This design comes from an exercise in tuning for small area, a short achievable clock period and few clock cycles on the open sky130 flow, not from production work. Only simulation tests tie the RTL to the original design; equivalence was not proved. Power and IR drop assume default switching activity.

v7:
==> flow/design.v (excerpt) <==
module tl_ul_bios (
    input  logic                              clk,
    input  logic                              reset,
    input  logic                              a_valid,
    output logic                              a_ready,
    input  logic [2:0]                        a_opcode,
    input  logic [2:0]                        a_size,
    input  logic [tl_bios_pkg::SID_W-1:0]     a_source,
    input  logic [tl_bios_pkg::ADDR_W-1:0]    a_address,
    input  logic [tl_bios_pkg::STRB_W-1:0]    a_mask,
    input  logic [tl_bios_pkg::XLEN-1:0]      a_data,
    output logic                              d_valid,
    input  logic                              d_ready,
    output logic [2:0]                        d_opcode,
    output logic [2:0]                        d_size,
    output logic [tl_bios_pkg::SID_W-1:0]     d_source,
    output logic [tl_bios_pkg::XLEN-1:0]      d_data,
    output logic                              d_denied
);
    localparam int WORDS = BIOS_BYTES / 4;
    typedef struct packed {
        logic [4:0]      idx;       
        logic [1:0]      lane;      
        logic [2:0]      size;      
        logic [1:0]      source;    
        logic            ack_data;  
        logic            denied;
        logic            rd;        
        logic            half;      
        logic            word;      
        logic [3:0]      wbe;       
        logic [XLEN-1:0] wdata;     
    } req_t;
    logic        is_get, is_put;
    logic        bad_size, misaligned, past_end, bad_mask, deny;
    logic [3:0]  lanes;
    logic [1:0]  a_lane;
    req_t        a_req;
    assign a_lane = a_address[1:0];
    assign is_get = (a_opcode == OP_GET);
    assign is_put = (a_opcode == OP_PUT_FULL);
    assign bad_size = (a_size > SIZE_WORD);
    assign past_end = |a_address[ADDR_W-1:MEM_IDX_W];
    always_comb begin
        case (a_size)
            SIZE_HALF: misaligned = a_lane[0];
            SIZE_WORD: misaligned = |a_lane;
            default:   misaligned = 1'b0;
        endcase
    end
    always_comb begin
        case (a_size[1:0])
            2'd0:    lanes = 4'b0001 << a_lane;
            2'd1:    lanes = a_lane[1] ? 4'b1100 : 4'b0011;
            default: lanes = 4'b1111;
        endcase
    end
  ...
make LEC_CHECK=0 ABC_CLOCK_PERIOD_IN_PS=2500 CAP_MARGIN=20 CORE_MARGIN=2 CORE_UTILIZATION=40 SETUP_SLACK_MARGIN=3.0 SLEW_MARGIN=20 finish   # period 5.5 ns
run.sh (not shown) runs the stock make flow with config.mk's settings and CLKGATE_MAP_FILE= SYNTH_SCRIPT=/design/flow/synth_recipe.tcl, a recipe that flattens the netlist after the stock synthesis.
Testbench counts of v7, summed over its fixed seeds: cycles 16,024.
Input-level comparison between v3 and v7:
-- flow/config.mk --
<<< v7, line 6
export NUM_CORES = 4
export LEC_CHECK = 0
export ABC_CLOCK_PERIOD_IN_PS = 2500
export CAP_MARGIN = 20
export CORE_MARGIN = 2
>>> v3, line 6
export NUM_CORES = 4
export LEC_CHECK = 0
export CAP_MARGIN = 20
export CORE_MARGIN = 2
Results
Fraction of power consumed by combinational cells essentially unchanged between v3 and v7. Per the comparison of v3 with v7, utilization held steady; final net count held steady; number of antenna violations at the first check in global routing held steady; non-clock buffer share of cell area held steady. Diff v7..v3 | vertical extent of the die | unchanged. Sequential portion of the cell area essentially unchanged between v3 and v7. Taking v7 as the reference, in v3 total of clock buffers placed in the layout about even; total number of cells along the worst setup path saw little to no change; design area comparable; sequential cell count was more or less identical.

========
run A:
The RTL this note starts from:
==> flow/design.v <==
`timescale 1ns/1ps
package tl_bios_pkg;
    localparam int XLEN   = 32;          
    localparam int STRB_W = XLEN / 8;    
    localparam int SID_W  = 2;           
    localparam int ADDR_W = 32;
    localparam int BIOS_BYTES = 128;
    localparam int MEM_IDX_W  = $clog2(BIOS_BYTES);   
    localparam logic [8*BIOS_BYTES-1:0] BIOS_IMAGE = {
        256'h3cc3a55ace8a4602fdb97531e0ac6824df9b5713f0e1d2c3b4a5968778695a4b,
        256'h3c2d1e0f1032547698badcfeefcdab8967452301ffeeddccbbaa998877665544,
        256'h332211000a0d796461657220534f494200c3f2eb10cd0007bb0eb40974c008ac,
        256'haa5590feeb0012e87c40be10cd0003b8fcfb7c00bcc08ed88ec031f000e05bea
    };
    localparam logic [2:0] OP_GET      = 3'd4;
    localparam logic [2:0] OP_PUT_FULL = 3'd0;
    localparam logic [2:0] OP_ACK      = 3'd0;
    localparam logic [2:0] OP_ACK_DATA = 3'd1;
    localparam logic [2:0] SIZE_BYTE = 3'd0;
    localparam logic [2:0] SIZE_HALF = 3'd1;
    localparam logic [2:0] SIZE_WORD = 3'd2;
endpackage
`timescale 1ns/1ps
import tl_bios_pkg::*;
module tl_ul_bios (
    input  logic                              clk,
    input  logic                              reset,
    input  logic                              a_valid,
    output logic                              a_ready,
    input  logic [2:0]                        a_opcode,
    input  logic [2:0]                        a_size,
    input  logic [tl_bios_pkg::SID_W-1:0]     a_source,
    input  logic [tl_bios_pkg::ADDR_W-1:0]    a_address,
    input  logic [tl_bios_pkg::STRB_W-1:0]    a_mask,
    input  logic [tl_bios_pkg::XLEN-1:0]      a_data,
    output logic                              d_valid,
    input  logic                              d_ready,
    output logic [2:0]                        d_opcode,
    output logic [2:0]                        d_size,
    output logic [tl_bios_pkg::SID_W-1:0]     d_source,
    output logic [tl_bios_pkg::XLEN-1:0]      d_data,
    output logic                              d_denied
);
    localparam int WORDS = BIOS_BYTES / 4;
    typedef struct packed {
        logic [4:0]      idx;       
        logic [1:0]      lane;      
        logic [2:0]      size;      
        logic [1:0]      source;    
        logic            ack_data;  
        logic            denied;    
        logic [XLEN-1:0] wdata;     
    } req_t;
    logic        is_get, is_put;
    logic        bad_size, misaligned, past_end, bad_mask, deny;
    logic [3:0]  lanes;
    logic [1:0]  a_lane;
    req_t        a_req;
    assign a_lane = a_address[1:0];
    assign is_get = (a_opcode == OP_GET);
    assign is_put = (a_opcode == OP_PUT_FULL);
    assign bad_size = (a_size > SIZE_WORD);
    assign past_end = |a_address[ADDR_W-1:MEM_IDX_W];
    always_comb begin
        case (a_size)
            SIZE_HALF: misaligned = a_lane[0];
            SIZE_WORD: misaligned = |a_lane;
            default:   misaligned = 1'b0;
        endcase
    end
    always_comb begin
        case (a_size[1:0])
            2'd0:    lanes = 4'b0001 << a_lane;
            2'd1:    lanes = a_lane[1] ? 4'b1100 : 4'b0011;
            default: lanes = 4'b1111;
        endcase
    end
    assign bad_mask = is_put && (a_mask != lanes);
    assign deny     = (!is_get && !is_put) | bad_size | misaligned | past_end | bad_mask;
    always_comb begin
        a_req.idx      = a_address[MEM_IDX_W-1:2];
        a_req.lane     = a_lane;
        a_req.size     = a_size;
        a_req.source   = a_source;
        a_req.ack_data = !is_put;
        a_req.denied   = deny;
        a_req.wdata[7:0]   = a_data[7:0];
        a_req.wdata[15:8]  = a_lane[0] ? a_data[7:0] : a_data[15:8];
        a_req.wdata[23:16] = a_lane[1] ? a_data[7:0] : a_data[23:16];
        a_req.wdata[31:24] = a_lane[0] ? a_data[7:0] :
                             a_lane[1] ? a_data[15:8] : a_data[31:24];
    end
    req_t  s0, s1, s1_d;
    req_t  s1_n;                 
    logic  s1_n_rd;              
    logic [WORDS-1:0] sel_lo, sel_hi, sel_lo_d, sel_hi_d;
    logic [WORDS-1:0] wsel_n, wsel_n_d;
    logic  s1_new;       
    logic  s0_v, s1_v;
    logic  accept;
    logic  d_load;       
    logic  s1_free;      
    assign accept  = a_valid & a_ready;
    assign d_load  = ~d_valid | d_ready;
    assign s1_free = ~s1_v | d_load;
    always_ff @(posedge clk or posedge reset) begin
        if (reset) begin
            s0_v    <= 1'b0;
            s1_v    <= 1'b0;
            s1_new  <= 1'b0;
            a_ready <= 1'b0;
        end else begin
            s1_new <= s1_free & (s0_v | accept);
            if (s1_free) begin
                s1_v <= s0_v | accept;
            end
            if (s0_v) begin
                s0_v    <= ~s1_free;
                a_ready <= s1_free;
            end else begin
                s0_v    <= accept & ~s1_free;
                a_ready <= ~(accept & ~s1_free);
            end
        end
    end
    always_comb begin
        s1_d = s0_v ? s0 : a_req;
        s1_n = s1_free ? s1_d : s1;
        s1_n_rd = s1_n.ack_data & ~s1_n.denied;
        for (int w = 0; w < WORDS; w++) begin
            wsel_n_d[w] = ~((s1_d.idx == 5'(w)) | reset);
            sel_lo_d[w] = (s1_n.idx == 5'(w)) & s1_n_rd & (~s1_n.lane[1] | s1_n.size[1]);
            sel_hi_d[w] = (s1_n.idx == 5'(w)) & s1_n_rd & (s1_n.lane[1] | s1_n.size[1]);
        end
    end
    always_ff @(posedge clk) begin
        if (!s0_v) begin
            s0 <= a_req;
        end
        if (s1_free) begin
            s1 <= s1_d;
        end
    end
    always_ff @(posedge clk) begin
        wsel_n <= wsel_n_d;
        sel_lo <= sel_lo_d;
        sel_hi <= sel_hi_d;
    end
    logic [WORDS-1:0][XLEN-1:0] mem;
    logic             mload;             
    logic [3:0]       s0_lanes;
    logic [3:0]       wbe_now_n;         
    logic [XLEN-1:0]  wd_one, wd_zero;   
    logic [XLEN-1:0]  rword;
    always_ff @(posedge clk) begin
        mload <= reset;
    end
    assign wd_one  = s0.wdata | {XLEN{mload}};
    assign wd_zero = s0.wdata & ~{XLEN{mload}};
    always_comb begin
        case (s0.size[1:0])
            2'd0:    s0_lanes = 4'b0001 << s0.lane;
            2'd1:    s0_lanes = s0.lane[1] ? 4'b1100 : 4'b0011;
            default: s0_lanes = 4'b1111;
        endcase
    end
    assign wbe_now_n = ~((s0_lanes & {4{s1_new & ~s0.ack_data & ~s0.denied}}) | {4{mload}});
    for (genvar w = 0; w < WORDS; w++) begin : g_word
        for (genvar b = 0; b < STRB_W; b++) begin : g_byte
            logic we;
            assign we = ~(wsel_n[w] | wbe_now_n[b]);
            for (genvar i = 0; i < 8; i++) begin : g_bit
                localparam logic IMG = BIOS_IMAGE[32*w + 8*b + i];
                always_ff @(posedge clk) begin
                    if (we) begin
                        mem[w][8*b + i] <= IMG ? wd_one[8*b + i] : wd_zero[8*b + i];
                    end
                end
            end
        end
    end
    always_comb begin
        rword = '0;
        for (int w = 0; w < WORDS; w++) begin
            rword[15:0]  = rword[15:0]  | (mem[w][15:0]  & {16{sel_lo[w]}});
            rword[31:16] = rword[31:16] | (mem[w][31:16] & {16{sel_hi[w]}});
        end
    end
    logic [XLEN-1:0] rdata;
    always_comb begin
        rdata[7:0]   = s1.lane[0] ? (rword[15:8] | rword[31:24]) :
                                    (rword[7:0]  | (rword[23:16] & {8{~s1.size[1]}}));
        rdata[15:8]  = s1.size[1] ? rword[15:8] :
                       s1.size[0] ? (rword[15:8] | rword[31:24]) : 8'h00;
        rdata[31:16] = s1.size[1] ? rword[31:16] : 16'h0000;
    end
    assign d_opcode[2:1] = 2'b00;
    always_ff @(posedge clk or posedge reset) begin
        if (reset) begin
            d_valid <= 1'b0;
        end else if (d_load) begin
            d_valid <= s1_v;
        end
    end
    always_ff @(posedge clk or posedge reset) begin
        if (reset) begin
            d_opcode[0] <= 1'b0;
            d_size      <= '0;
            d_source    <= '0;
            d_denied    <= 1'b0;
            d_data      <= '0;
        end else if (d_load) begin
            d_opcode[0] <= s1.ack_data;
            d_size   <= s1.size;
            d_source <= s1.source;
            d_denied <= s1.denied;
            d_data   <= rdata;
        end
    end
endmodule
==> flow/config.mk <==
export PLATFORM = sky130hd
export DESIGN_NAME = tl_ul_bios
export DESIGN_NICKNAME = tl_ul_bios
export VERILOG_FILES = /design/flow/design.v
export SDC_FILE = /design/flow/constraint.sdc
export NUM_CORES = 4
export LEC_CHECK = 0
export CAP_MARGIN = 20
export CORE_MARGIN = 2
export CORE_UTILIZATION = 75
export CTS_CLUSTER_DIAMETER = 100
export CTS_CLUSTER_SIZE = 30
export SETUP_SLACK_MARGIN = 3.3
export SLEW_MARGIN = 20
==> flow/constraint.sdc <==
create_clock -name core_clock -period 5.5 [get_ports {clk}]
set_input_delay 1.1000 -clock core_clock [delete_from_list [all_inputs] [get_ports {clk}]]
set_output_delay 1.1000 -clock core_clock [all_outputs]
set_load 0.01 [all_outputs]
standard.sh (not shown) runs the stock make flow with config.mk's settings and CLKGATE_MAP_FILE= SYNTH_SCRIPT=/design/flow/synth_recipe.tcl, a recipe that flattens the netlist after the stock synthesis.
==> flow/flow/run.sh <==
#!/bin/bash
# Standard layout, except that sizing may swap a cell for one of another
# footprint and the port buffers are buf_2 instead of the smallest buffer.
set -euo pipefail
bash standard.sh synth > flow_synth.log 2>&1
bash standard.sh MATCH_CELL_FOOTPRINT=0 "BUFFER_PORTS_ARGS=-buffer_cell sky130_fd_sc_hd__buf_2" finish > flow_layout.log 2>&1
Run A did not stop at any stage, and its layout met the timing, design-rule and antenna checks.
Testbench counts of run A, summed over its fixed seeds: cycles 16,024.
The inputs of run B differ from those of run A as listed below.
- CORE_UTILIZATION now 70, was 75
==> summary.txt <==
met1 as the busiest layer in global routing was reported by run B, and met2 by run A.
The share of power burned in registers reported for run B is smaller than that of run A by 0.2 points.
Taking run A as the reference, in run B number of detailed-routing iterations run before antenna repair essentially unchanged; total sequential power shows no meaningful change; final critical path time including I/O delays and setup shrank by 31 ps; flip-flop and latch share of the layout cell area saw little to no change.
Modified inputs, run C compared to run B
- swapping 70 for 60 in CORE_UTILIZATION
- swapping 3.3 for 3.1 in SETUP_SLACK_MARGIN
==> summary.txt <==
Between run B and run C, the post-layout utilization of the core is higher for run B.
Run C has clock period minus worst slack above what run B had.
Run C ends up with higher part of the total power dissipated in the clock network than run B does.
Compared with run B, run C shows floorplan die area that has gone up by more than 10%.
First-iteration DRC count shrinks by a little under 10% when moving from run B to run C.
Against run B, run C reports a non-clock buffer share of cell area that is lower.
The actual slew at the worst max-slew pin of run C is higher than that of run B.
diff inputs: run C => run D
- changing SETUP_SLACK_MARGIN from 3.1 to 3.2
- changing CORE_UTILIZATION from 60 to 70
--- outcome ---
The proportion of power drawn by combinational gates on run D is in line with that on run C.
Run D ends up with a fmax that is 2.7% higher than in run C.
In run D relative to run C, internal power consumption had gone down slightly.
Status: cell area after layout parity (run C, run D)
Fill cell instance count of the final layout ended up 1,403 lower on run D than on run C.
Post-synthesis cell area essentially unchanged between run C and run D.

==> afterwards: timing with drivers on the ports <==
The flow's constraints put no driver on any port. The routed layouts listed below were extracted and timed again, unchanged, in two steps. Step 1, drivers: a clkbuf_16 drives clk and a buf_2 each remaining input, both assumed. Step 2, shift: input delay + t, output delay - t, t = (earliest + latest rising clock arrival at the registers) / 2. This alone moves slack from input paths to output paths. Slacks: ideal / step 1 / step 2; pairs: ideal / step 1.
| run | shift t [ns] | setup WS [ns] | worst register clock-pin slew, ns |
|---|---|---|---|
| v7 | 0.763 | 2.881 / 2.861 / 2.239 | 0.07 / 0.07 |
| v3 | 0.763 | 2.881 / 2.861 / 2.239 | 0.07 / 0.07 |
| run A | 0.720 | 3.084 / 3.019 / 2.621 | 0.12 / 0.12 |
| run B | 0.709 | 3.115 / 3.046 / 2.650 | 0.12 / 0.12 |
| run C | 0.719 | 3.014 / 3.014 / 2.468 | 0.12 / 0.12 |
| run D | 0.710 | 3.078 / 3.010 / 2.620 | 0.12 / 0.12 |
After both steps every run listed still meets setup and hold.
